What follows belongs to an exercise in optimizing a design on an open flow for small area; a production flow would make more cautious choices.
In this exercise RTL edits were held to simulation tests only and were not proved equivalent to the original.
No activity file was given, so power comes from the tool's default toggle rates.

## flow/design.v

```verilog
`timescale 1ns / 1ps
module ultrasonic_echo_ranger_median3 (
    input  logic        i_clk,
    input  logic        i_rst_n,
    input  logic        i_tick_valid,
    output logic        o_tick_ready,
    input  logic        i_tick_echo,
    input  logic        i_tick_start,
    input  logic        i_cfg_valid,
    output logic        o_cfg_ready,
    input  logic [1:0]  i_cfg_index,
    input  logic [15:0] i_cfg_data,
    output logic        o_res_valid,
    input  logic        i_res_ready,
    output logic        o_res_trigger,
    output logic        o_res_busy,
    output logic        o_res_result_valid,
    output logic [15:0] o_res_median,
    output logic [15:0] o_res_distance
);
    localparam logic [1:0]  P_IDLE = 2'd0;
    localparam logic [1:0]  P_TRIG = 2'd1;
    localparam logic [1:0]  P_WAIT = 2'd2;
    localparam logic [1:0]  P_HIGH = 2'd3;
    localparam logic [18:0] DIST_SCALE = 19'd287733;
    localparam logic [15:0] SAT_MED = 16'd14927;
    logic [1:0]  r_ph, r_idx;
    logic [15:0] r_el, r_wd, r_s0, r_s1;
    logic [15:0] r_tmo;
    logic [7:0]  r_trg;
    logic [1:0]  r_q0, r_q1, r_q2, r_q3;
    logic [2:0]  r_qn;
    logic [16:0] r_acc;
    logic [4:0]  r_dc;
    logic        acc, st, texit, tmo, fin, done, last;
    logic        is_trig, is_busy, lt0, lt1, a_lt, b_lt;
    logic [1:0]  p;
    logic [15:0] w;
    logic        inc_el, inc_wd, clr_el, clr_wd;
    logic [16:0] ec, wc, ge_tmo, gt0, gt1;
    logic [15:0] es, ws;
    logic [8:0]  ge_trg;
    assign ec[0]     = inc_el;
    assign wc[0]     = inc_wd;
    assign ge_tmo[0] = 1'b1;
    assign gt0[0]    = 1'b0;
    assign gt1[0]    = 1'b0;
    assign ge_trg[0] = 1'b1;
    for (genvar i = 0; i < 16; i++) begin : g_rip
        assign es[i]       = r_el[i] ^ ec[i];
        assign ec[i+1]     = r_el[i] & ec[i];
        assign ws[i]       = r_wd[i] ^ wc[i];
        assign wc[i+1]     = r_wd[i] & wc[i];
        assign ge_tmo[i+1] = (r_el[i] & ~r_tmo[i]) | (r_el[i] & ge_tmo[i]) | (~r_tmo[i] & ge_tmo[i]);
        assign gt0[i+1]    = (r_wd[i] & ~r_s0[i]) | (r_wd[i] & gt0[i]) | (~r_s0[i] & gt0[i]);
        assign gt1[i+1]    = (r_wd[i] & ~r_s1[i]) | (r_wd[i] & gt1[i]) | (~r_s1[i] & gt1[i]);
    end
    for (genvar i = 0; i < 8; i++) begin : g_trg
        assign ge_trg[i+1] = (es[i] & ~r_trg[i]) | (es[i] & ge_trg[i]) | (~r_trg[i] & ge_trg[i]);
    end
    logic [1:0]  kind;
    assign o_tick_ready = !r_qn[2];
    assign o_cfg_ready  = 1'b1;
    assign acc          = i_tick_valid && !r_qn[2];
    always_comb begin
        st      = (r_ph == P_IDLE) && i_tick_start;
        p       = st ? P_TRIG : r_ph;
        is_trig = (p == P_TRIG);
        is_busy = p[1];
        texit   = ge_trg[8];
        tmo     = ge_tmo[16] || (&r_el[15:1]);
        fin     = (p == P_WAIT && !i_tick_echo && tmo) || (p == P_HIGH && (!i_tick_echo || tmo));
        last    = r_idx[1];
        done    = fin && last;
        w       = i_tick_echo ? 16'd0 : r_wd;
        lt0     = gt0[16];
        lt1     = gt1[16];
        a_lt    = lt0 && !i_tick_echo;
        b_lt    = lt1 && !i_tick_echo;
        kind    = {is_busy, is_trig || done};
    end
    always_ff @(posedge i_clk) begin
        if (!i_rst_n) begin
            r_ph  <= P_IDLE;
            r_idx <= 2'd0;
        end else if (acc) begin
            if (fin) begin
                r_ph  <= last ? P_IDLE : P_TRIG;
                r_idx <= last ? 2'd0 : r_idx + 2'd1;
            end else if (is_trig) begin
                r_ph <= texit ? P_WAIT : P_TRIG;
            end else if (p == P_WAIT) begin
                r_ph <= i_tick_echo ? P_HIGH : P_WAIT;
            end
        end
    end
    assign inc_el = acc && p != P_IDLE;
    assign inc_wd = acc && is_busy && i_tick_echo;
    assign clr_el = !i_rst_n || (acc && (fin || (is_trig && texit)));
    assign clr_wd = !i_rst_n || (acc && fin);
    always_ff @(posedge i_clk) begin
        r_el <= clr_el ? 16'd0 : es;
        r_wd <= clr_wd ? 16'd0 : ws;
    end
    logic ld0, ld1_w, ld1_s0, hold1;
    assign ld0    = acc && fin && (r_idx == 2'd0 || (r_idx == 2'd1 && !a_lt));
    assign ld1_w  = acc && fin && a_lt && (r_idx == 2'd1 || !b_lt);
    assign ld1_s0 = acc && fin && r_idx != 2'd0 && !a_lt;
    assign hold1  = !(ld1_w || ld1_s0);
    always_ff @(posedge i_clk) begin
        r_s0  <= ({16{ld0}} & w) | ({16{!ld0}} & r_s0);
        r_s1  <= ({16{ld1_w}} & w) | ({16{ld1_s0}} & r_s0) | ({16{hold1}} & r_s1);
    end
    always_ff @(posedge i_clk) begin
        if (!i_rst_n) begin
            r_tmo <= 16'd13200;
            r_trg <= 8'd10;
        end else if (i_cfg_valid) begin
            if (i_cfg_index == 2'd0) begin
                r_tmo <= i_cfg_data;
            end
            if (i_cfg_index == 2'd1) begin
                r_trg <= i_cfg_data[7:0];
            end
        end
    end
    logic [1:0] head, wi;
    logic [3:0] wq;
    logic       hd, dfin, valid, pop, run, cbit, sat;
    logic [14:0] sum;
    logic [13:0] addend;
    logic [14:0] sc;
    always_comb begin
        head  = r_q0;
        hd    = head[1] && head[0];
        dfin  = (r_dc == 5'd19);
        valid = (r_qn != 3'd0) && (!hd || dfin);
        pop   = valid && i_res_ready;
        run   = (r_qn != 3'd0) && hd && !dfin;
        wi    = r_qn[1:0] - {1'b0, pop};
        wq    = {4{acc}} & (4'd1 << wi);
    end
    always_ff @(posedge i_clk) begin
        r_q0 <= wq[0] ? kind : (pop ? r_q1 : r_q0);
        r_q1 <= wq[1] ? kind : (pop ? r_q2 : r_q1);
        r_q2 <= wq[2] ? kind : (pop ? r_q3 : r_q2);
        r_q3 <= wq[3] ? kind : r_q3;
        if (!i_rst_n) begin
            r_qn <= 3'd0;
        end else if (acc && !pop) begin
            r_qn <= r_qn + 3'd1;
        end else if (!acc && pop) begin
            r_qn <= r_qn - 3'd1;
        end
    end
    always_comb begin
        cbit = DIST_SCALE[r_dc];
        sat  = (r_s1 >= SAT_MED);
    end
    logic        clr_b;
    logic [16:0] step;
    assign clr_b = !i_rst_n || pop;
    assign step  = {sum, r_acc[2:1]};
    assign sc[0] = 1'b0;
    for (genvar i = 0; i < 14; i++) begin : g_add
        assign addend[i] = cbit & r_s1[i];
        assign sum[i]    = r_acc[i+3] ^ addend[i] ^ sc[i];
        assign sc[i+1]   = (r_acc[i+3] & addend[i]) | (sc[i] & (r_acc[i+3] ^ addend[i]));
    end
    assign sum[14] = sc[14];
    always_ff @(posedge i_clk) begin
        if (clr_b) begin
            r_dc <= 5'd0;
        end else if (run) begin
            r_dc <= r_dc + 5'd1;
        end
        r_acc <= {17{!clr_b}} & (({17{run}} & step) | ({17{!run}} & r_acc));
    end
    assign o_res_valid        = valid;
    assign o_res_trigger      = !head[1] && head[0];
    assign o_res_busy         = head[1] || head[0];
    assign o_res_result_valid = hd;
    assign o_res_median       = hd ? r_s1 : 16'd0;
    assign o_res_distance     = r_acc[15:0] | {16{hd && sat}};
endmodule
```

## flow/flow/run.sh

```bash
#!/bin/bash
# Own layout flow: the standard ORFS flow (standard.sh) with three changes that only
# affect how the layout is made:
#  - synthesis maps the combinational logic with an area-oriented ABC script (registers are
#    the standard synthesis's, renamed to its instance names by match_regs.py);
#  - port buffers are the smallest buffer (buf_1) instead of the default choice;
#  - CTS uses clkbuf_4 and inserts no dummy clock loads.
# Each step's full output goes to a log file in this folder (and ORFS's own logs under orfs/).
set -euo pipefail
F=$(cd "$(dirname "$0")" && pwd)
R=orfs/results/sky130hd/ultrasonic_echo_ranger_median3/base
cp standard.sh standard_sh.txt.log
bash standard.sh synth > std_synth.log 2>&1
cp $R/1_2_yosys.v ref_std_synth.v
mkdir -p std_synth_logs
cp orfs/logs/sky130hd/ultrasonic_echo_ranger_median3/base/1_* std_synth_logs/ 2>/dev/null || true
rm -f $R/1_2_yosys.v $R/1_2_yosys.sdc $R/1_synth.odb $R/1_synth.sdc
# 2. the layout, from the area-mapped synthesis on
export REF_NETLIST=$PWD/ref_std_synth.v
export BUFFER_PORTS_ARGS="-buffer_cell sky130_fd_sc_hd__buf_1"
export CTS_ARGS="-sink_clustering_enable -repair_clock_nets -buf_list sky130_fd_sc_hd__clkbuf_4 -sink_clustering_size 20 -sink_clustering_max_diameter 60 -dont_use_dummy_load"
bash standard.sh SYNTH_SCRIPT="$F/synth_area.tcl" "BUFFER_PORTS_ARGS=$BUFFER_PORTS_ARGS" "CTS_ARGS=$CTS_ARGS" finish > flow_make.log 2>&1
```

## flow/flow/abc_area.script

```
strash
&get -n
&dch -f
&nf -a -R 1000
&put
topo
dnsize -c
```

## flow/flow/match_regs.py

```python
#!/usr/bin/env python3
"""Give each register of a synthesized netlist the instance name that bench's standard
synthesis of the same RTL gave it.

usage: match_regs.py STANDARD.v NETLIST.v

Both netlists come from the same RTL through the same Yosys steps up to the register mapping;
only the combinational mapping differs, which shifts Yosys's automatic _N_ numbering.
Registers are paired by the net on their Q pin. Identifiers of NETLIST.v that would clash with
a new register name are renamed first. NETLIST.v is rewritten in place.
"""
import re
import sys

FLOP = re.compile(r'^\s*(sky130_fd_sc_hd__\w*df\w*)\s+(\S+)\s*\((.*?)\);', re.S | re.M)
IDENT = r'(?:\\\S+|[A-Za-z_][\w$]*)'


def flops(text):
    out = {}
    for m in FLOP.finditer(text):
        typ, name, body = m.group(1), m.group(2), m.group(3)
        q = re.search(r'\.Q\(\s*(' + IDENT + r')\s*\)', body)
        if q is None:
            continue
        out[q.group(1)] = (name, typ)
    return out


def ident_re(name):
    if name.startswith('\\'):
        return re.compile(re.escape(name) + r'(?=\s)')
    return re.compile(r'(?<![\w$\\])' + re.escape(name) + r'(?![\w$])')


def main():
    ref_text = open(sys.argv[1]).read()
    path = sys.argv[2]
    text = open(path).read()
    ref = flops(ref_text)
    mine = flops(text)
    if set(ref) != set(mine):
        sys.exit('match_regs: register Q nets differ: %s' % sorted(set(ref) ^ set(mine))[:10])
    renames = {}
    for q, (name, typ) in mine.items():
        rname, rtyp = ref[q]
        if rtyp != typ:
            sys.exit('match_regs: %s is %s here but %s in the standard synthesis' % (q, typ, rtyp))
        if rname != name:
            renames[name] = rname
    if not renames:
        print('match_regs: all %d registers already match' % len(mine))
        return
    used = set(re.findall(r'(?<![\w$\\])_\w+_(?![\w$])', text))
    targets = set(renames.values())
    # identifiers that would clash with a new register name (and are not being renamed)
    clash = [t for t in targets if t in used and t not in renames]
    k = 0

    def fresh(prefix):
        nonlocal k
        while True:
            k += 1
            cand = '_%s%d_' % (prefix, k)
            if cand not in used and cand not in targets:
                used.add(cand)
                return cand
    # phase 1: move every register to be renamed, and every clashing name, to a fresh name
    temp = {}
    for old in list(renames) + clash:
        temp[old] = fresh('mr')
    for old, new in temp.items():
        text = ident_re(old).sub(new, text)
    # phase 2: give the registers their standard names
    for old, target in renames.items():
        text = ident_re(temp[old]).sub(target, text)
    open(path, 'w').write(text)
    print('match_regs: renamed %d registers, moved %d clashing names' % (len(renames), len(clash)))


if __name__ == '__main__':
    main()
```

## flow/flow/synth_area.tcl

```tcl
# The standard synthesis (synth_recipe.tcl), with ABC mapping the combinational logic for
# area (abc_area.script beside this file) at the real clock period in ps, and only full adders
# extracted as adder cells. Registers are mapped before ABC runs, so they are the standard
# synthesis's registers and cells; at the end match_regs.py gives each the instance name the
# standard synthesis ($REF_NETLIST) gave it.
set my_flow_dir [file dirname [file normalize [info script]]]
set my_abc_script [file join $my_flow_dir abc_area.script]
proc abc {args} {
    global my_abc_script
    set out {}
    set skip 0
    foreach a $args {
        if {$skip == 1} { lappend out $my_abc_script; set skip 0; continue }
        if {$skip == 2} { lappend out 9000; set skip 0; continue }
        if {$a eq "-script"} { set skip 1 } elseif {$a eq "-D"} { set skip 2 }
        lappend out $a
    }
    if {[lsearch -exact $out -D] < 0} { lappend out -D 9000 }
    yosys abc {*}$out
}
# only full adders become adder cells; half adders are left to ABC with the rest of the logic
proc extract_fa {args} { yosys extract_fa -fa }
proc synth {args} { yosys synth -nofsm -noshare {*}$args }
source $::env(SCRIPTS_DIR)/synth.tcl
# left out here: clear keep_hierarchy, flatten, clean up, hide names made inside functions, write 1_2_yosys.v
puts [exec python3 [file join $my_flow_dir match_regs.py] $::env(REF_NETLIST) $::env(RESULTS_DIR)/1_2_yosys.v]
```

## flow/standard.sh

```bash
#!/bin/bash
# synth_recipe.tcl (not shown) runs the flow's synth.tcl, then flattens the netlist and writes it again
# the make line also repeats each setting of config.mk as NAME=value (left out here)
make -C /OpenROAD-flow-scripts/flow DESIGN_CONFIG=/design/flow/config.mk WORK_HOME=/design/flow/orfs CLKGATE_MAP_FILE= SYNTH_SCRIPT=/design/flow/synth_recipe.tcl "${@:-finish}"
```

## flow/config.mk

```make
export PLATFORM = sky130hd
export DESIGN_NAME = ultrasonic_echo_ranger_median3
export DESIGN_NICKNAME = ultrasonic_echo_ranger_median3
export VERILOG_FILES = /design/flow/design.v
export SDC_FILE = /design/flow/constraint.sdc
export NUM_CORES = 4
export LEC_CHECK = 0
export CAP_MARGIN = 0
export CORE_MARGIN = 2
export CORE_UTILIZATION = 40
export GPL_TIMING_DRIVEN = 0
export SLEW_MARGIN = 0
```

## flow/constraint.sdc

```tcl
create_clock -name core_clock -period 9.0 [get_ports {i_clk}]
set_input_delay 1.8000 -clock core_clock [delete_from_list [all_inputs] [get_ports {i_clk}]]
set_output_delay 1.8000 -clock core_clock [all_outputs]
set_load 0.01 [all_outputs]
```

==> flow_summary.ini, run 1 <==
[sta]
skew_ns = 0.04618
finalHoldViolCount = 0
setup_viol = 0
fin_tns_setup_ns = 0
final_max_slew_viol_count = 0
finalCritPeriodShare_pct = 87.66
grt_setup_unrepaired = no
fmaxAchievable_mhz = 126.8
slew_headroom_pct = 22.85
min_period_ns = 7.889
worst_pin_slew_ns = 1.157
whs_ns = 0.4462

[power_and_ir_drop]
p_seq_share_pct = 54.7
pwr-share-clk_pct = 20.9
p_comb_share_pct = 24.4
power_switching_mw = 0.4151
swShare_pct = 33.33
power_density_nw_per_um2 = 189.1
p_leak_nw = 2.334
ir_drop_mv = 0.08770
power.internal_mw = 0.8304
power_mw = 1.245

[clock_network]
holdBufCountCts = 0
clock_latency_ns = 0.52
cts_root_buffer = clkbuf_4
cts.path.max_buffers = 2
path_clk_slew_ns = 0.09
htreeDepth = 4
cts_inserted_buffers = 17
post_cts_buffers = 0
cts_tree = done
clkSinkCount = 125
cts_resized = 0

[yosys]
ys_ff_latch = 125
syn_avg_cell_area_um2 = 9.036
syn-num-nets = 693
async_flop_share_pct = 0
synth_enable_flop_cells = 24
ys_types = 42
synth_area_leaders = dfxtp_1 34%, edfxtp_1 12%, maj3_1 7.6%, nor2_1 6.0%, nand2_1 5.4%
syn-cell-area_um2 = 5909
ys.flop_type = dfxtp_1
ys_seq_area_share_pct = 46.41
yosysTopAreaCell = dfxtp_1
synth_cells = 654
yosysWarnings = 1
yosysTopAreaCellShare_pct = 34.22

[global_routing]
grt_pass1_vias = 4502
antenna_found_initial = 0
grt_max_degree = 34
grt_pass1_wl_um = 21850
gr-total-overflow = 0
grt_usage_pct = 17.04

[worst_setup_path]
critPathKind = reg -> reg
worstPathRequired_ns = 9.42
critPathMaxFanout = 16
start_kind = register
cp.arrival_ns = 8.31
cp-end-kind = register

[route]
wirelength_um = 12780
ant_nets = 0
drtIter0Drc = 299
avgViaCountPerCell = 5.195
dr_total_vias = 4790
wl_per_cell_um = 13.86
dr.pass1.iters = 5
drc_errors = 0

[floorplanning]
fp.dieH_um = 125.5
core_area_um2 = 14480
start_util_pct = 40.81
die_x_um = 125.5
io_pins = 63
die_area_um2 = 15760
fp-row-count = 44

[final_layout]
drive_gt1_share_pct = 4.201
antenna_cells = 0
utilization_pct = 45.49
fin_nets = 779
syn2layout_area_growth_pct = 11.45

[run_status]
status = no timing/DRC/antenna violations

[place]
hpwl_um = 9460
gp_congestion = 0.8346
io_buffers = 61

[hold_path]
hp-class = reg -> reg

[job]
max-cap-violations = 0
[layout by cell type, fill, tap and decap left out, drive strengths merged, types with 18 or more instances in the layout]
master,n
a21oi,29
a22oi,18
and3,26
buf,68
clkbuf,18
clkinv,49
dfxtp,101
edfxtp,24
maj3,45
nand2,85
nor2,94
nor3,23
o21ai,27
[cell usage after synthesis (2+ instances only)]
cell type  count
o21ai_0       27
or2_0          4
nand2b_1      13
a31oi_1        3
xor2_1         3
nor4_1         2
edfxtp_1      24
fa_1          14
clkinv_1      49
and2_0        10
and3_1        26
nor3_1        23
maj3_1        45
a211oi_1      14
mux2i_1        7
nor3b_1        3
nand4_1        4
a21o_1         2
mux2_1         6
nor2_1        94
o211ai_1       6
dfxtp_1      101
a21oi_1       29
nand2_1       85
nor2b_1        5
a22oi_1       18
xnor2_1       14
o22ai_1        2
nand3_1        7
and4_1         2
[logic make-up (layout without fill, tap and decap cells)]
| logic type | Yosys count | count (layout) | share of synthesized area [%] |
|---|---|---|---|
| simple gates | 279 | 279 | 21.49 |
| flops | 125 | 125 | 46.41 |
| fa+ha+maj | 59 | 59 | 12.37 |
| buf+inv | 51 | 135 | 3.303 |
| other cells | 1 | 1 | 0.06346 |
| mux | 13 | 13 | 2.329 |
| xor+xnor | 17 | 17 | 2.520 |
| compound gates | 109 | 109 | 11.52 |
[power by group through the flow]
stage                     sequential [mW]  clock, mW  combinational [mW]
after floorplan                     0.677          0               0.226
after global placement              0.688          0               0.294
after detailed placement            0.692          0               0.307
after CTS                           0.680      0.274               0.308
after global routing                0.691      0.294               0.348
final                               0.681      0.260               0.304
[stage by stage]
step	worst slack (ns)	cell area, um^2	cells
6_report	1.111	6586	922
5_1_grt	0.7018	6586	922
4_1_cts	1.084	6585	922
3_5_place_dp	1.130	6457	905
2_1_floorplan	1.019	5909	654
3_3_place_gp	-0.5088	6369	899
[worst paths after layout]
check / slack [ns] / cells after the start / end / startpoint
min reg2reg: 0.45 / 2 / r_tmo[2] / r_tmo[2]
max reg2reg: 1.11 / 22 / r_s1[2] / r_el[0]
max: 1.11 / 22 / r_s1[2] / r_el[0]
min: 0.45 / 2 / r_tmo[2] / r_tmo[2]
[layer usage]
| metal | track usage (%) | share of wire (%) | vias up |
|---|---|---|---|
| li1 | - | - | 2441 |
| met1 | 22.75 | 47 | 2232 |
| met2 | 27.15 | 47 | 102 |
| met3 | 4.236 | 4.9 | 15 |
| met4 | 5.686 | 1.3 | 0 |
| met5 | 0 | 0 | - |
[area by class of cell]
type                    count  area (um^2)
fillers                  1442         7893
multi-input cells         478         3000
flip-flops and latches    125         2743
repair buffers             67        290.3
well taps                 184        230.2
inverters                  49        183.9
clock buffers              17        127.6
plain buffers               2        11.26
[critical path: stages (launching register included)]
cell and delay [ns]:
dfxtp_1 0.35, nand2b_1 0.15, maj3_1 0.35, maj3_1 0.38, maj3_1 0.37, maj3_1 0.36, maj3_1 0.37, maj3_1 0.36
maj3_1 0.37, maj3_1 0.36, maj3_1 0.36, maj3_1 0.36, maj3_1 0.36, maj3_1 0.36, maj3_1 0.36, maj3_1 0.37
maj3_1 0.37, o221a_1 0.30, nand2_1 0.25, nor4_2 0.17, nor2_1 0.92, nand2_1 0.13, nand2_1 0.09
==> inputs of run 2 (changes only) <==
--- a/flow/config.mk
+++ b/flow/config.mk
@@ -5,8 +5,8 @@
 export SDC_FILE = /design/flow/constraint.sdc
 export NUM_CORES = 4
 export LEC_CHECK = 0
-export CAP_MARGIN = 0
+export CAP_MARGIN = 20
 export CORE_MARGIN = 2
 export CORE_UTILIZATION = 40
 export GPL_TIMING_DRIVEN = 0
-export SLEW_MARGIN = 0
+export SLEW_MARGIN = 20
==> run 2 against run 1 <==
Net effect: worst hold slack gained 0.0035 ns; combinational power about the same; sequential share of layout area fell by 0.087 points; still clean; via count is 0.27% lower; sequential power is essentially flat; highest routed layer unchanged; design area rose by 0.21%.
==> flow_summary.ini, run 2 <==
[final_layout]
drive_gt1_share_pct = 4.601
fin_nets = 780
antenna_cells = 0
final_cell_mix = 101 x dfxtp_1, 93 x nor2_1, 85 x nand2_1, 60 x buf_1, 49 x clkinv_1
syn2layout_area_growth_pct = 11.69
mostFrequentLayoutCell = dfxtp_1
finalNonFillerCells = 923
ff_latch_area_um2 = 2743
nFillCells = 1454
multi_input_area_um2 = 3015
utilization_pct = 45.58

[power_and_ir_drop]
swShare_pct = 33.55
p_comb_share_pct = 24.4
power_density_nw_per_um2 = 188.9
pwr-share-clk_pct = 21.0
p_leak_nw = 2.342
power_mw = 1.247
power_switching_mw = 0.4182
ir_drop_mv = 0.09352
p_seq_share_pct = 54.5
power.internal_mw = 0.8285

[sta]
worst_pin_slew_ns = 0.7926
skew_ns = 0.03845
finalHoldViolCount = 0
min_period_ns = 7.652
slew_headroom_pct = 47.05
grt_setup_unrepaired = no
setup_viol = 0
finalCritPeriodShare_pct = 85.02
final_max_slew_viol_count = 0
fmaxAchievable_mhz = 130.7

[worst_setup_path]
worstPathRequired_ns = 9.44
cp-end-kind = register
critPathMaxFanout = 16
regToRegStartpoint = r_el[0]
cp.arrival_ns = 8.09
start_kind = register
crit_start = r_el[0]
rrSetupSlack_ns = 1.35
critPathKind = reg -> reg

[floorplanning]
io_pins = 63
start_util_pct = 40.81
fp-row-count = 44
fp.dieH_um = 125.5
die_x_um = 125.5
die_area_um2 = 15760
core_area_um2 = 14480

[yosys]
syn_avg_cell_area_um2 = 9.036
synth_enable_flop_cells = 24
async_flop_share_pct = 0
synth_cells = 654
yosysWarnings = 1
yosysTopAreaCell = dfxtp_1
ys_types = 42
synth_common_cells = 101 x dfxtp_1, 94 x nor2_1, 85 x nand2_1, 49 x clkinv_1, 45 x maj3_1
syn-cell-area_um2 = 5909
ys.flop_type = dfxtp_1
synth_most_common_cell = dfxtp_1
yosysTopAreaCellShare_pct = 34.22
syn-num-nets = 693
synth_area_leaders = dfxtp_1 34%, edfxtp_1 12%, maj3_1 7.6%, nor2_1 6.0%, nand2_1 5.4%
ys_ff_latch = 125
ys_seq_area_share_pct = 46.41

[global_routing]
gr-total-overflow = 0
grt_max_degree = 34
grt_pass1_wl_um = 22180
grt_usage_pct = 17.32
antenna_found_initial = 0
grt_pass1_vias = 4537

[run_status]
status = no timing/DRC/antenna violations

[clock_network]
post_cts_buffers = 0
clkSinkCount = 125
cts.path.max_buffers = 2
path_clk_slew_ns = 0.09
cts_inserted_buffers = 17
clock_latency_ns = 0.53
holdBufCountCts = 0
htreeDepth = 4
cts_resized = 0
cts_tree = done
cts_root_buffer = clkbuf_4

[route]
avgViaCountPerCell = 5.176
dr_total_vias = 4777
dr.pass1.iters = 4
drtIter0Drc = 236
drc_errors = 0
wl_per_cell_um = 13.95
ant_nets = 0
wirelength_um = 12870

[job]
max-cap-violations = 0

[place]
dpl.cell_count = 906
hpwl_um = 9552
io_buffers = 61
gp_congestion = 0.8346

[hold_path]
hp-class = reg -> reg
hp-start = r_tmo[1]
[run 2: cell type report]
cell class                      count  area share, %
Sequential cell                   125          41.55
Clock buffer                       17          1.934
Tap cell                          184          3.488
Inverter                           49          2.787
Multi-Input combinational cell    478          45.69
Buffer                              2         0.1706
Timing Repair Buffer               68          4.379
[run 2: per-layer routing]
layer / track usage (%) / vias to the layer above / wire, um
li1: - / 2437 / -
met1: 22.65 / 2230 / 6072
met2: 27.98 / 97 / 6064
met3: 4.536 / 13 / 596
met4: 5.752 / 0 / 139
met5: 0 / - / 0
[run 2: kinds of logic after synthesis]
family | after synthesis | synth area share [%]
AOI/OAI and AO/OA | 109 | 11.52
and+or+nand+nor | 279 | 21.49
DFF | 125 | 46.41
muxes | 13 | 2.329
other | 1 | 0.06346
xor gates and xnor gates | 17 | 2.520
buffers and inverters | 51 | 3.303
adders and majority gates | 59 | 12.37
[run 2: worst paths after layout]
check	endpoint	cells after the start
setup / recovery	r_s1[2]	23
hold / removal	r_tmo[1]	2
setup reg to reg	r_s1[2]	23
hold reg to reg	r_tmo[1]	2
[run 2: critical path: stages, from the launching register on]
cell and delay, ns:
dfxtp_1 0.35, nand2b_1 0.15, maj3_1 0.36, maj3_1 0.37, maj3_1 0.37, maj3_1 0.36, maj3_1 0.37, maj3_1 0.36
maj3_1 0.37, maj3_1 0.36, maj3_1 0.36, maj3_1 0.36, maj3_1 0.36, maj3_1 0.36, maj3_1 0.36, maj3_1 0.37
maj3_1 0.36, o221a_1 0.29, nand2_1 0.27, nor4_2 0.13, buf_4 0.20, nor2_2 0.51, nand2_1 0.12, nand2_1 0.07
[run 2: per-stage QoR]
step	cell area, um^2	setup TNS, ns	setup WS [ns]	hold WS [ns]
final	6600	0	1.348	0.4497
after global routing	6600	0	0.9204	0.4754
after CTS	6596	0	0.9238	0.4544
after detailed placement	6469	0	0.9956	0.4430
after global placement	6369	-7.995	-0.5088	0.4315
after floorplan	5909	0	1.019	0.4202
[run 2: power groups by stage]
stage                     Combinational [mW]  Sequential, mW  Clock (mW)
after CTS                              0.308           0.679       0.273
after floorplan                        0.226           0.677           0
after global routing                   0.348           0.690       0.295
after detailed placement               0.307           0.692           0
after global placement                 0.294           0.688           0
final                                  0.305           0.680       0.262
==> inputs of run 3 (changes only) <==
--- a/flow/config.mk
+++ b/flow/config.mk
@@ -8,5 +8,4 @@
 export CAP_MARGIN = 20
 export CORE_MARGIN = 2
 export CORE_UTILIZATION = 40
-export GPL_TIMING_DRIVEN = 0
 export SLEW_MARGIN = 20
==> run 3 against run 2 <==
Net effect: die area did not move; sequential cell count unchanged; design area is 0.27% lower; worst hold slack lost 0.0020 ns; clock skew shrank 0.0086 ns; synthesized cell count unchanged; final cell count stayed put; critical path type unchanged.
==> flow_summary.ini, run 3 <==
[clock_network]
holdBufCountCts = 0
cts.path.max_buffers = 2
path_clk_slew_ns = 0.08
clkSinkCount = 125
cts_resized = 0
cts_inserted_buffers = 17
cts_root_buffer = clkbuf_4
post_cts_buffers = 0
clock_latency_ns = 0.50
htreeDepth = 4
cts_tree = done

[sta]
final_max_slew_viol_count = 0
setup_viol = 0
finalCritPeriodShare_pct = 83.37
finalHoldViolCount = 0
skew_ns = 0.02986
whs_ns = 0.4477
fin_tns_setup_ns = 0
grt_setup_unrepaired = no
slew_headroom_pct = 48.78
fmaxAchievable_mhz = 133.3
worst_pin_slew_ns = 0.7665
min_period_ns = 7.504

[power_and_ir_drop]
power_density_nw_per_um2 = 188.1
ir_drop_mv = 0.08870
power_mw = 1.238
p_leak_nw = 2.338

[yosys]
synth_area_leaders = dfxtp_1 34%, edfxtp_1 12%, maj3_1 7.6%, nor2_1 6.0%, nand2_1 5.4%
synth_most_common_cell = dfxtp_1
synthMuxAreaShare_pct = 2.329
yosysTopAreaCell = dfxtp_1
synth_xor_area_share_pct = 2.520
ys.flop_type = dfxtp_1
yosysTopAreaCellShare_pct = 34.22
synth_enable_flop_cells = 24
ys_types = 42
synth_compound_gate_area_share_pct = 11.52
synthAdderAreaFrac_pct = 12.37
synth_cells = 654
ys_ff_latch = 125
async_flop_share_pct = 0
synth_common_cells = 101 x dfxtp_1, 94 x nor2_1, 85 x nand2_1, 49 x clkinv_1, 45 x maj3_1
synthSimpleGateAreaFrac_pct = 21.49
synth_top_family_by_area = simple AND/OR/NAND/NOR gates
yosysWarnings = 1
syn-num-nets = 693
syn_avg_cell_area_um2 = 9.036
syn-cell-area_um2 = 5909
ys_seq_area_share_pct = 46.41

[global_routing]
grt_pass1_wl_um = 22330
grt_usage_pct = 17.25
gr-total-overflow = 0
grt_max_degree = 34
grt_pass1_vias = 4765
antenna_found_initial = 0

[worst_setup_path]
start_kind = register
worstPathRequired_ns = 9.43
critPathKind = reg -> reg
path_cells = nand2b_1 > maj3_1 > maj3_1 > maj3_1 > maj3_1 > maj3_1 > maj3_1 > maj3_1 > maj3_1 > maj3_1 > maj3_1 > maj3_1 > maj3_1 > maj3_1 > maj3_1 > maj3_1 > o221a_1 > nand2_1 > nor3_1 > buf_4 > nor2_2 > nand2_1 > nand2_1
crit_top_cell = maj3_1
critical-path-max-stage-delay_ns = 0.51
cp-end-kind = register
critPathMaxFanout = 17
path_buf_inv = 1
crit_family = adder cells
crit_slowest_cell = nor2_2
cp.arrival_ns = 7.94

[floorplanning]
io_pins = 63
core_area_um2 = 14480
fp-row-count = 44
fp.dieH_um = 125.5
die_area_um2 = 15760
die_x_um = 125.5
start_util_pct = 40.81

[final_layout]
final_cell_mix = 101 x dfxtp_1, 93 x nor2_1, 85 x nand2_1, 61 x buf_1, 49 x clkinv_1
mostFrequentLayoutCell = dfxtp_1
syn2layout_area_growth_pct = 11.39
finalInstanceArea_um2 = 6583
antenna_cells = 0
fin_nets = 780
drive_gt1_share_pct = 4.195
finalNonFillerCells = 923

[route]
drc_errors = 0
wirelength_um = 12870
ant_nets = 0
dr_total_vias = 4783
drtIter0Drc = 301
wl_per_cell_um = 13.95
avgViaCountPerCell = 5.182
dr.pass1.iters = 5

[place]
gp_congestion = 0.8401
io_buffers = 61
dpl.cell_count = 906
hpwl_um = 9462
post_dp_cell_area_um2 = 6444

[job]
max-cap-violations = 0

[hold_path]
hp-class = reg -> reg

[run_status]
status = no timing/DRC/antenna violations
[run 3: cell count changes in the layout (fill, tap and decap cells not counted), sizes merged]
| cell | previous run | this run |
|---|---|---|
| buf | 69 | 70 |
| clkbuf | 18 | 17 |
[run 3: final timing paths]
check	slack, ns	end	cells after the start	start
worst max-delay path	1.50	r_s1[1]	23	r_el[0]
worst min-delay path	0.45	r_tmo[15]	2	r_tmo[15]
worst max register to register	1.50	r_s1[1]	23	r_el[0]
worst min register to register	0.45	r_tmo[15]	2	r_tmo[15]
[run 3: per-stage QoR]
step                      setup slack, ns  util (%)
after floorplan                     1.019         -
after global placement              1.360     44.50
after detailed placement            1.230     44.50
after CTS                           1.190     45.39
after global routing                1.080     45.46
final                               1.496     45.46
[run 3: power breakdown]
part / internal (mW) / switching (mW)
Sequential: 0.628 / 0.0508
Clock: 0.0863 / 0.167
Combinational: 0.116 / 0.191
[run 3: layout make-up]
cell class	instances	area (um^2)
fillers	1436	7896
multi-input cells	478	3002
flip-flops and latches	125	2743
repair buffers	70	296.5
well taps	184	230.2
inverters	49	183.9
clock buffers	17	127.6
[run 3: routing by layer]
| layer | vias up | global-route usage, % | part of all wire, % |
|---|---|---|---|
| met3 | 4 | 4.536 | 4.8 |
| met1 | 2240 | 21.56 | 46 |
| met2 | 100 | 29.54 | 48 |
| met5 | - | 0 | 0 |
| li1 | 2439 | - | - |
| met4 | 0 | 4.641 | 0.44 |
[run 3: cells by family after synthesis]
logic type / Yosys count
AO/OA/AOI/OAI: 109
XOR/XNOR: 17
adder cells (fa/ha/maj): 59
buffers and inverters: 51
flip-flops: 125
multiplexers: 13
other: 1
AND/OR/NAND/NOR: 279
[run 3: worst register-to-register path, cell delays in order (launching register included)]
cell      delay [ns]
dfxtp_1         0.34
nand2b_1        0.15
maj3_1          0.35
maj3_1          0.36
maj3_1          0.36
maj3_1          0.36
maj3_1          0.37
maj3_1          0.36
maj3_1          0.36
maj3_1          0.37
maj3_1          0.37
maj3_1          0.36
maj3_1          0.36
maj3_1          0.36
maj3_1          0.36
maj3_1          0.36
maj3_1          0.35
o221a_1         0.29
nand2_1         0.23
nor3_1          0.09
buf_4           0.21
nor2_2          0.52
nand2_1         0.13
nand2_1         0.07
==> inputs of run 4 (changes only) <==
--- a/flow/design.v
+++ b/flow/design.v
@@ -133,7 +133,7 @@
     always_comb begin
         head  = r_q0;
         hd    = head[1] && head[0];
-        dfin  = (r_dc == 5'd19);
+        dfin  = r_dc[4] && r_dc[1] && r_dc[0];   
         valid = (r_qn != 3'd0) && (!hd || dfin);
         pop   = valid && i_res_ready;
         run   = (r_qn != 3'd0) && hd && !dfin;
==> run 4 against run 3 <==
Net effect: utilization shrank 0.086 points; register-to-register slack lost 0.17 ns; area after synthesis is essentially flat; still clean on timing, DRC and antenna; sequential share of layout area grew 0.079 points.
==> flow_summary.ini, run 4 <==
[yosys]
syn-num-nets = 687
synth_enable_flop_cells = 24
synth_most_common_cell = dfxtp_1
synth_cells = 648
syn-cell-area_um2 = 5904
ys_seq_area_share_pct = 46.45
yosysWarnings = 1
yosysTopAreaCell = dfxtp_1
yosysTopAreaCellShare_pct = 34.24
ys_types = 44
ys.flop_type = dfxtp_1
ys_ff_latch = 125
synth_common_cells = 101 x dfxtp_1, 95 x nor2_1, 83 x nand2_1, 47 x clkinv_1, 46 x maj3_1
async_flop_share_pct = 0
synth_area_leaders = dfxtp_1 34%, edfxtp_1 12%, maj3_1 7.8%, nor2_1 6.0%, nand2_1 5.3%
syn_avg_cell_area_um2 = 9.112

[clock_network]
cts_tree = done
clock_latency_ns = 0.52
cts_resized = 0
cts.path.max_buffers = 2
path_clk_slew_ns = 0.09
clkSinkCount = 125
htreeDepth = 4
holdBufCountCts = 0
post_cts_buffers = 0
cts_inserted_buffers = 17
cts_root_buffer = clkbuf_4

[place]
hpwl_um = 9506
gp_congestion = 0.8425
io_buffers = 61
pre_cts_ws_ns = 1.339

[worst_setup_path]
crit_family = adder cells
ff2ff_path_depth = 24
critPathMaxFanout = 17
start_kind = register
critPathKind = reg -> reg
crit_top_cell = maj3_1
cp-end-kind = register
crit_slowest_cell = o221ai_1
path_cells = clkinv_1 > nand2_1 > maj3_1 > maj3_1 > maj3_1 > maj3_1 > maj3_1 > maj3_1 > maj3_1 > maj3_1 > maj3_1 > maj3_1 > maj3_1 > maj3_1 > maj3_1 > maj3_1 > maj3_1 > o221ai_1 > nor2_1 > o311a_1 > nor2_1 > buf_4 > nand2_1 > nand2_1
regToRegStartpoint = r_el[0]
rrSetupSlack_ns = 1.33
critical-path-max-stage-delay_ns = 0.52
r2r-end = r_s1[5]
path_buf_inv = 2
cp.arrival_ns = 8.12
worstPathRequired_ns = 9.45

[route]
dr.pass1.iters = 4
avgViaCountPerCell = 5.161
wl_per_cell_um = 14.01
dr_total_vias = 4733
ant_nets = 0
drc_errors = 0
drtIter0Drc = 220
wirelength_um = 12850

[final_layout]
antenna_cells = 0
drive_gt1_share_pct = 3.956
fin_nets = 774
nFillCells = 1471
mostFrequentLayoutCell = dfxtp_1
multi_input_area_um2 = 2997
final_cell_mix = 101 x dfxtp_1, 95 x nor2_1, 83 x nand2_1, 61 x buf_1, 47 x clkinv_1
ff_latch_area_um2 = 2743
syn2layout_area_growth_pct = 11.27

[sta]
fin_tns_setup_ns = 0
min_period_ns = 7.669
skew_ns = 0.03614
finalCritPeriodShare_pct = 85.22
grt_setup_unrepaired = no
fmaxAchievable_mhz = 130.4
finalHoldViolCount = 0
slew_headroom_pct = 46.36
worst_pin_slew_ns = 0.8026
setup_viol = 0
worst_slack_ns = 1.331
final_max_slew_viol_count = 0

[run_status]
status = no timing/DRC/antenna violations

[global_routing]
grt_max_degree = 35
antenna_found_initial = 0
grt_pass1_wl_um = 22170
grt_pass1_vias = 4593
grt_usage_pct = 17.15
gr-total-overflow = 0

[power_and_ir_drop]
ir_drop_mv = 0.09549
power_density_nw_per_um2 = 189.3
p_seq_share_pct = 54.8
p_comb_share_pct = 24.4
power_switching_mw = 0.4140
swShare_pct = 33.28
power_mw = 1.244
pwr-share-clk_pct = 20.8
power.internal_mw = 0.8299
p_leak_nw = 2.331

[floorplanning]
core_area_um2 = 14480
die_x_um = 125.5
start_util_pct = 40.78
io_pins = 63
die_area_um2 = 15750
fp.dieH_um = 125.5
fp-row-count = 44

[job]
max-cap-violations = 0

[hold_path]
hold_end = r_tmo[10]
hp-start = r_tmo[10]
worstHoldPathCells = 2
hp-class = reg -> reg
## run 4: changes by cell type in the layout (fill, tap and decap cells not counted), moves of 2 or more
cell / previous run / this run
xnor2_1: 14 / 16
o21ai_0: 27 / 24
nor2_1: 93 / 95
nor3_1: 23 / 19
nand2b_1: 13 / 9
nand2_1: 85 / 83
clkinv_1: 49 / 47
o31ai_1: 0 / 2
o21a_1: 0 / 3
## run 4: worst max path at each step
stage,start,end,slack [ns],depth (start not counted)
global placement,r_el[0],r_s1[0],1.48,24
CTS,r_el[0],r_s1[3],1.30,24
floorplan,r_el[0],r_s1[0],1.70,24
global route,r_el[0],r_s1[0],0.90,24
finish,r_el[0],r_s1[5],1.33,24
detailed placement,r_el[0],r_s1[3],1.34,24
## run 4: cell families (layout without fill, tap and decap cells)
kind of cell / after synthesis / after routing / share of synthesized area (%)
and+or+nand+nor: 269 / 269 / 20.53
DFF: 125 / 125 / 46.45
AOI/OAI and AO/OA: 114 / 114 / 12.40
adders and majority gates: 60 / 60 / 12.55
buffers and inverters: 49 / 134 / 3.179
xor gates and xnor gates: 18 / 18 / 2.670
muxes: 12 / 12 / 2.161
other: 1 / 1 / 0.06351
## run 4: power groups by stage
stage | sequential, mW | combinational (mW) | clock (mW)
5_1_grt | 0.692 | 0.343 | 0.295
3_5_place_dp | 0.695 | 0.306 | 0
4_1_cts | 0.682 | 0.307 | 0.270
6_report | 0.682 | 0.303 | 0.259
3_3_place_gp | 0.690 | 0.298 | 0
2_1_floorplan | 0.678 | 0.226 | 0
## run 4: per-layer routing
| metal | track usage [%] | vias to the layer above | wire length [um] |
|---|---|---|---|
| met2 | 28.27 | 99 | 6017 |
| li1 | - | 2432 | - |
| met3 | 4.664 | 10 | 623 |
| met1 | 22.36 | 2192 | 6098 |
| met4 | 4.444 | 0 | 109 |
| met5 | 0 | - | 0 |
## run 4: stage by stage
step                      area, um^2  cells  hold slack (ns)  util (%)
final                           6570    917           0.4475     45.38
after global routing            6570    917           0.4726     45.38
after CTS                       6561    917           0.4497     45.32
after detailed placement        6434    900           0.4376     44.43
after global placement          6434    900           0.4343     44.43
after floorplan                 5904    648           0.4202         -
## run 4: cell type report
| cell class | instances | area share (%) |
|---|---|---|
| multi-input combinational | 474 | 45.61 |
| clock buffer | 17 | 1.942 |
| sequential | 125 | 41.74 |
| inverter | 47 | 2.685 |
| tap | 184 | 3.504 |
| timing repair buffer | 70 | 4.513 |
## run 4: tightest hold or removal path: cells and delay by family, from the launching register on
family | cells | cell delay, ns
buf+inv | 1 | 0.05
compound gates | 1 | 0.05
flops | 1 | 0.31
==> inputs of run 5 (changes only) <==
==> flow/flow/abc_area.script (replaced) <==
strash
dch
map -a
topo
dnsize -c
==> run 5 against run 4 <==
Net effect: worst hold slack better by 0.0092 ns; register-to-register slack better by 1.2 ns; combinational power is 100% higher; sequential share of layout area about the same; clock skew up 0.0081 ns; area after synthesis increased by 0.74%; utilization fell by 0.15 points; first-iteration DRC count rose by 42%; critical path depth is 2 lower; global-route usage grew 1.1 points; highest routed layer unchanged.
==> flow_summary.ini, run 5 <==
[floorplanning]
start_util_pct = 40.93
fp.dieH_um = 125.9
die_x_um = 125.9
core_area_um2 = 14530
fp-row-count = 44
io_pins = 63
die_area_um2 = 15860

[final_layout]
drive_gt1_share_pct = 2.715
final_cell_mix = 149 x nor2_1, 136 x clkinv_1, 117 x nand2_1, 101 x dfxtp_1, 61 x buf_1
mostFrequentLayoutCell = nor2_1
nFillCells = 1552
fin_nets = 888
syn2layout_area_growth_pct = 10.50
utilization_pct = 45.22

[worst_setup_path]
cp-end-kind = register
critPathKind = reg -> reg
crit_family = adder cells
r2r-end = r_acc[15]
start_kind = register
cp.arrival_ns = 6.85
rrSetupSlack_ns = 2.54
worstPathRequired_ns = 9.38
critPathMaxFanout = 12
crit_slowest_cell = fa_1
ff2ff_path_depth = 22
path_buf_inv = 3
regToRegStartpoint = r_dc[0]
path_cells = clkinv_1 > a21oi_1 > o21ai_0 > nand2_1 > clkinv_1 > nand3_1 > fa_1 > fa_1 > fa_1 > fa_1 > fa_1 > fa_1 > fa_1 > fa_1 > fa_1 > fa_1 > fa_1 > clkinv_1 > fa_1 > fa_1 > nor2_1 > a211oi_1
crit_top_cell = fa_1
crit_start = r_dc[0]
critical-path-max-stage-delay_ns = 0.41

[sta]
fin_tns_setup_ns = 0
skew_ns = 0.04426
final_max_slew_viol_count = 0
fmaxAchievable_mhz = 154.7
slew_headroom_pct = 39.09
finalHoldViolCount = 0
finalCritPeriodShare_pct = 71.81
grt_setup_unrepaired = no
worst_pin_slew_ns = 0.9127
worst_slack_ns = 2.537
min_period_ns = 6.463
whs_ns = 0.4567
setup_viol = 0

[yosys]
ys_ff_latch = 125
synthMuxAreaShare_pct = 0
ys.flop_type = dfxtp_1
synth_area_leaders = dfxtp_1 34%, edfxtp_1 12%, nor2_1 9.5%, clkinv_1 8.6%, nand2_1 7.4%
syn-num-nets = 807
synth_enable_flop_cells = 24
syn_avg_cell_area_um2 = 7.745
yosysTopAreaCellShare_pct = 33.99
synth_compound_gate_area_share_pct = 18.51
syn-cell-area_um2 = 5948
async_flop_share_pct = 0
ys_types = 30
yosysTopAreaCell = dfxtp_1
ys_seq_area_share_pct = 46.11
synth_most_common_cell = nor2_1
yosysWarnings = 1
synth_cells = 768
synth_top_family_by_area = simple AND/OR/NAND/NOR gates
synthAdderAreaFrac_pct = 4.712
synth_common_cells = 151 x nor2_1, 136 x clkinv_1, 117 x nand2_1, 101 x dfxtp_1, 39 x a21oi_1
synthSimpleGateAreaFrac_pct = 21.54
synth_xor_area_share_pct = 0.2945

[power_and_ir_drop]
power_density_nw_per_um2 = 235.9
power_mw = 1.551
p_leak_nw = 2.318
ir_drop_mv = 0.1009

[hold_path]
worstHoldPathCells = 2
hp-class = reg -> reg
hp-start = r_tmo[1]
hold_end = r_tmo[1]

[clock_network]
cts_tree = done
path_clk_slew_ns = 0.09
cts_inserted_buffers = 17
cts_resized = 0
clkSinkCount = 125
cts.path.max_buffers = 2
clock_latency_ns = 0.54
cts_root_buffer = clkbuf_4
post_cts_buffers = 0
holdBufCountCts = 0
htreeDepth = 4

[route]
ant_nets = 0
avgViaCountPerCell = 5.130
wirelength_um = 13710
drc_errors = 0
dr.pass1.iters = 5
wl_per_cell_um = 13.28
drtIter0Drc = 312
dr_total_vias = 5294

[global_routing]
grt_max_degree = 29
met3_usage_pct = 4.206
grt_pass1_vias = 4933
grt_usage_pct = 18.22
grt_use_met1_pct = 25.46
antenna_found_initial = 1
busiest_layer = met2
grtUsageMet2_pct = 27.86
gr-total-overflow = 0
grt_pass1_wl_um = 23510

[place]
gp_congestion = 0.8313
pre_cts_ws_ns = 2.617
hpwl_um = 10110
io_buffers = 61

[job]
max-cap-violations = 0

[run_status]
status = no timing/DRC/antenna violations
-- run 5: cell types whose count changed after synthesis, moves of 16 or more --
| cell | change |
|---|---|
| xnor2_1 | -16 |
| nor3_1 | +16 |
| clkinv_1 | +89 |
| and3_1 | -25 |
| o221ai_1 | +33 |
| nand2_1 | +34 |
| maj3_1 | -46 |
| nor2_1 | +56 |
-- run 5: worst max path at each step --
stage	slack (ns)	cells after the start	endpoint
3_3_place_gp	2.65	22	r_acc[15]
5_1_grt	2.08	22	r_acc[15]
6_report	2.54	22	r_acc[15]
2_1_floorplan	2.97	22	r_acc[15]
4_1_cts	2.57	22	r_acc[15]
3_5_place_dp	2.62	22	r_acc[15]
-- run 5: power by group --
group          switching, mW  internal, mW  leakage (nW)  total (mW)
Clock                  0.174        0.0859        0.0782       0.260
Sequential            0.0360         0.638          1.04       0.674
Combinational          0.397         0.221          1.20       0.617
-- run 5: cell type report --
class	instances	area, um^2	area share [%]
Antenna cell	1	2.502	0.03807
Clock buffer	17	127.6	1.942
Inverter	136	510.5	7.767
Multi-Input combinational cell	505	2708	41.20
Sequential cell	125	2743	41.73
Tap cell	184	230.2	3.503
Timing Repair Buffer	64	251.5	3.826
-- run 5: worst register-to-register path, stage by stage, from the launching register on --
cell      delay (ns)
dfxtp_1         0.34
clkinv_1        0.09
a21oi_1         0.07
o21ai_0         0.16
nand2_1         0.13
clkinv_1        0.20
nand3_1         0.15
fa_1            0.40
fa_1            0.40
fa_1            0.39
fa_1            0.39
fa_1            0.40
fa_1            0.39
fa_1            0.40
fa_1            0.40
fa_1            0.41
fa_1            0.40
fa_1            0.37
clkinv_1        0.07
fa_1            0.17
fa_1            0.41
nor2_1          0.11
a211oi_1        0.05
-- run 5: logic make-up after synthesis --
kind of cell,count (synthesis)
buffers and inverters,138
AND/OR/NAND/NOR,321
flip-flops,125
other,1
AO/OA/AOI/OAI,167
adder cells (fa/ha/maj),14
XOR/XNOR,2
-- run 5: layer usage --
metal | wire (um) | vias to the layer above
met5 | 0 | -
met4 | 250 | 0
met3 | 557 | 21
met2 | 6170 | 92
met1 | 6728 | 2399
li1 | - | 2782
-- run 5: stage by stage --
| step | instance area (um^2) | cells |
|---|---|---|
| 6_report | 6573 | 1032 |
| 5_1_grt | 6573 | 1032 |
| 4_1_cts | 6556 | 1031 |
| 3_5_place_dp | 6429 | 1014 |
| 3_3_place_gp | 6429 | 1014 |
| 2_1_floorplan | 5948 | 768 |
==> inputs of run 6 (changes only) <==
==> flow/flow/abc_area.script (replaced) <==
strash
&get -n
&dch -f
&nf -a -R 1000
&put
topo
dnsize -c
--- a/flow/config.mk
+++ b/flow/config.mk
@@ -5,7 +5,7 @@
 export SDC_FILE = /design/flow/constraint.sdc
 export NUM_CORES = 4
 export LEC_CHECK = 0
-export CAP_MARGIN = 20
+export CAP_MARGIN = 0
 export CORE_MARGIN = 2
 export CORE_UTILIZATION = 40
-export SLEW_MARGIN = 20
+export SLEW_MARGIN = 0
==> run 6 against run 5 <==
Net effect: total power shrank 20%; die area fell by 0.71%; final cell count decreased by 11%; critical endpoint is now r_s1[5]; register-to-register slack got worse by 1.2 ns; critical path depth grew 2; non-clock buffer count increased by 6; area after synthesis is 0.74% lower; global-route usage shrank 1.1 points.
==> flow_summary.ini, run 6 <==
[run_status]
status = no timing/DRC/antenna violations

[worst_setup_path]
critPathKind = reg -> reg
start_kind = register
crit_start = r_el[0]
worstPathRequired_ns = 9.45
critPathMaxFanout = 17
regToRegStartpoint = r_el[0]
cp.arrival_ns = 8.13
cp-end-kind = register

[sta]
skew_ns = 0.03532
fin_tns_setup_ns = 0
final_max_slew_viol_count = 0
grt_setup_unrepaired = no
finalHoldViolCount = 0
finalCritPeriodShare_pct = 85.26
fmaxAchievable_mhz = 130.3
slew_headroom_pct = 22.59
worst_pin_slew_ns = 1.154
setup_viol = 0
min_period_ns = 7.674

[floorplanning]
fp.dieH_um = 125.5
start_util_pct = 40.78
core_area_um2 = 14480
io_pins = 63
fp-row-count = 44
die_x_um = 125.5
die_area_um2 = 15750

[job]
max-cap-violations = 0

[clock_network]
clkSinkCount = 125
holdBufCountCts = 0
path_clk_slew_ns = 0.09
cts_root_buffer = clkbuf_4
clock_latency_ns = 0.52
cts.path.max_buffers = 2
cts_tree = done
post_cts_buffers = 0
cts_resized = 0
cts_inserted_buffers = 17
htreeDepth = 4

[route]
avgViaCountPerCell = 5.165
drtIter0Drc = 219
wirelength_um = 12870
wl_per_cell_um = 14.03
dr_total_vias = 4736
dr.pass1.iters = 4
ant_nets = 0
drc_errors = 0

[yosys]
synth_common_cells = 101 x dfxtp_1, 95 x nor2_1, 83 x nand2_1, 47 x clkinv_1, 46 x maj3_1
yosysTopAreaCellShare_pct = 34.24
synth_cells = 648
ys_types = 44
ys.flop_type = dfxtp_1
syn-num-nets = 687
yosysWarnings = 1
synth_area_leaders = dfxtp_1 34%, edfxtp_1 12%, maj3_1 7.8%, nor2_1 6.0%, nand2_1 5.3%
yosysTopAreaCell = dfxtp_1
syn-cell-area_um2 = 5904
ys_ff_latch = 125
synth_most_common_cell = dfxtp_1
ys_seq_area_share_pct = 46.45
async_flop_share_pct = 0
syn_avg_cell_area_um2 = 9.112
synth_enable_flop_cells = 24

[global_routing]
met3_usage_pct = 4.664
grt_pass1_wl_um = 22170
busiest_layer = met2
grt_usage_pct = 17.15
grt_max_degree = 35
grt_use_met1_pct = 22.36
gr-total-overflow = 0
grtUsageMet2_pct = 28.27
antenna_found_initial = 0
grt_pass1_vias = 4593

[final_layout]
drive_gt1_share_pct = 3.956
finalNonFillerCells = 917
syn2layout_area_growth_pct = 11.13
fin_nets = 774
final_cell_mix = 101 x dfxtp_1, 95 x nor2_1, 83 x nand2_1, 61 x buf_1, 47 x clkinv_1
antenna_cells = 0
mostFrequentLayoutCell = dfxtp_1

[place]
gp_congestion = 0.8425
io_buffers = 61
dpl.cell_count = 900
hpwl_um = 9506

[hold_path]
hp-class = reg -> reg
hp-start = r_tmo[10]

[power_and_ir_drop]
power_density_nw_per_um2 = 189.5
ir_drop_mv = 0.09537
p_leak_nw = 2.330
[run 6: worst max-delay path: stages (launching register included)]
cell	delay, ns
dfxtp_1	0.31
clkinv_1	0.07
nand2_1	0.06
maj3_1	0.35
maj3_1	0.36
maj3_1	0.36
maj3_1	0.36
maj3_1	0.36
maj3_1	0.36
maj3_1	0.36
maj3_1	0.36
maj3_1	0.36
maj3_1	0.37
maj3_1	0.36
maj3_1	0.36
maj3_1	0.36
maj3_1	0.36
maj3_1	0.36
o221ai_1	0.51
nor2_1	0.18
o311a_1	0.37
nor2_1	0.33
buf_4	0.25
nand2_1	0.07
nand2_1	0.07
[run 6: report_power, final]
part | internal (mW) | switching [mW]
sequential | 0.628 | 0.0535
combinational | 0.115 | 0.187
clock | 0.0862 | 0.173
total | 0.830 | 0.414
[run 6: layout make-up]
class                      count  area, um^2
sequential                   125        2743
fill                        1473        7918
inverter                      47       176.4
timing repair buffer          70       296.5
tap                          184       230.2
clock buffer                  17       127.6
multi-input combinational    474        2988
[run 6: worst paths after layout]
check	end	cells after the start	slack, ns
hold reg to reg	r_tmo[10]	2	0.45
hold / removal	r_tmo[10]	2	0.45
setup reg to reg	r_s1[5]	24	1.33
setup / recovery	r_s1[5]	24	1.33
[run 6: logic make-up after synthesis]
family / synth area share [%]
buffers and inverters: 3.179
DFF: 46.45
muxes: 2.161
and+or+nand+nor: 20.53
xor gates and xnor gates: 2.670
other: 0.06351
AOI/OAI and AO/OA: 12.40
adders and majority gates: 12.55
[run 6: stage by stage]
stage | worst slack (ns) | hold WS [ns] | instance area (um^2) | utilization (%) | power [mW]
after CTS | 1.304 | 0.4497 | 6561 | 45.32 | 1.259
after floorplan | 1.704 | 0.4202 | 5904 | - | 0.9039
after global placement | 1.477 | 0.4343 | 6434 | 44.43 | 0.9873
final | 1.326 | 0.4481 | 6561 | 45.32 | 1.243
after detailed placement | 1.339 | 0.4376 | 6434 | 44.43 | 1.001
after global routing | 0.8999 | 0.4726 | 6561 | 45.32 | 1.329
[run 6: layer usage]
| layer | up-vias | part of all wire, % |
|---|---|---|
| li1 | 2431 | - |
| met1 | 2201 | 48 |
| met2 | 93 | 46 |
| met3 | 11 | 4.7 |
| met4 | 0 | 0.87 |
| met5 | - | 0 |

## what the ideal ports hide
No port has a modelled driver above. Below, the same layouts with a new extraction and two added sets of constraints.
Step 1 assumes that a clkbuf_16 drives the clock port and a buf_2 every other input.
Step 2 times the ports against the registers' clock, not the clock port: input delays grow and output delays shrink by t, the midpoint of the rising clock arrivals with the driver on.
a / b / c = ideal ports / drivers / drivers and shift; a / b = the first two.
run | shift t [ns] | slack for setup (ns) | hold slack, ns | worst setup path after step 2 | clock arrival spread, ns
run 1 | 0.532 | 1.111 / 1.111 / 1.111 | 0.446 / 0.446 / 0.446 | register to register | 0.046 / 0.047
run 2 | 0.546 | 1.348 / 1.348 / 1.348 | 0.450 / 0.450 / 0.450 | register to register | 0.039 / 0.039
run 3 | 0.518 | 1.496 / 1.496 / 1.496 | 0.448 / 0.448 / 0.448 | register to register | 0.030 / 0.030
run 4 | 0.533 | 1.331 / 1.331 / 1.331 | 0.448 / 0.448 / 0.448 | register to register | 0.037 / 0.036
run 5 | 0.560 | 2.537 / 2.537 / 2.537 | 0.457 / 0.457 / 0.457 | register to register | 0.044 / 0.044
run 6 | 0.534 | 1.326 / 1.326 / 1.326 | 0.448 / 0.448 / 0.448 | register to register | 0.035 / 0.035
After both steps setup and hold are still met in every run listed.
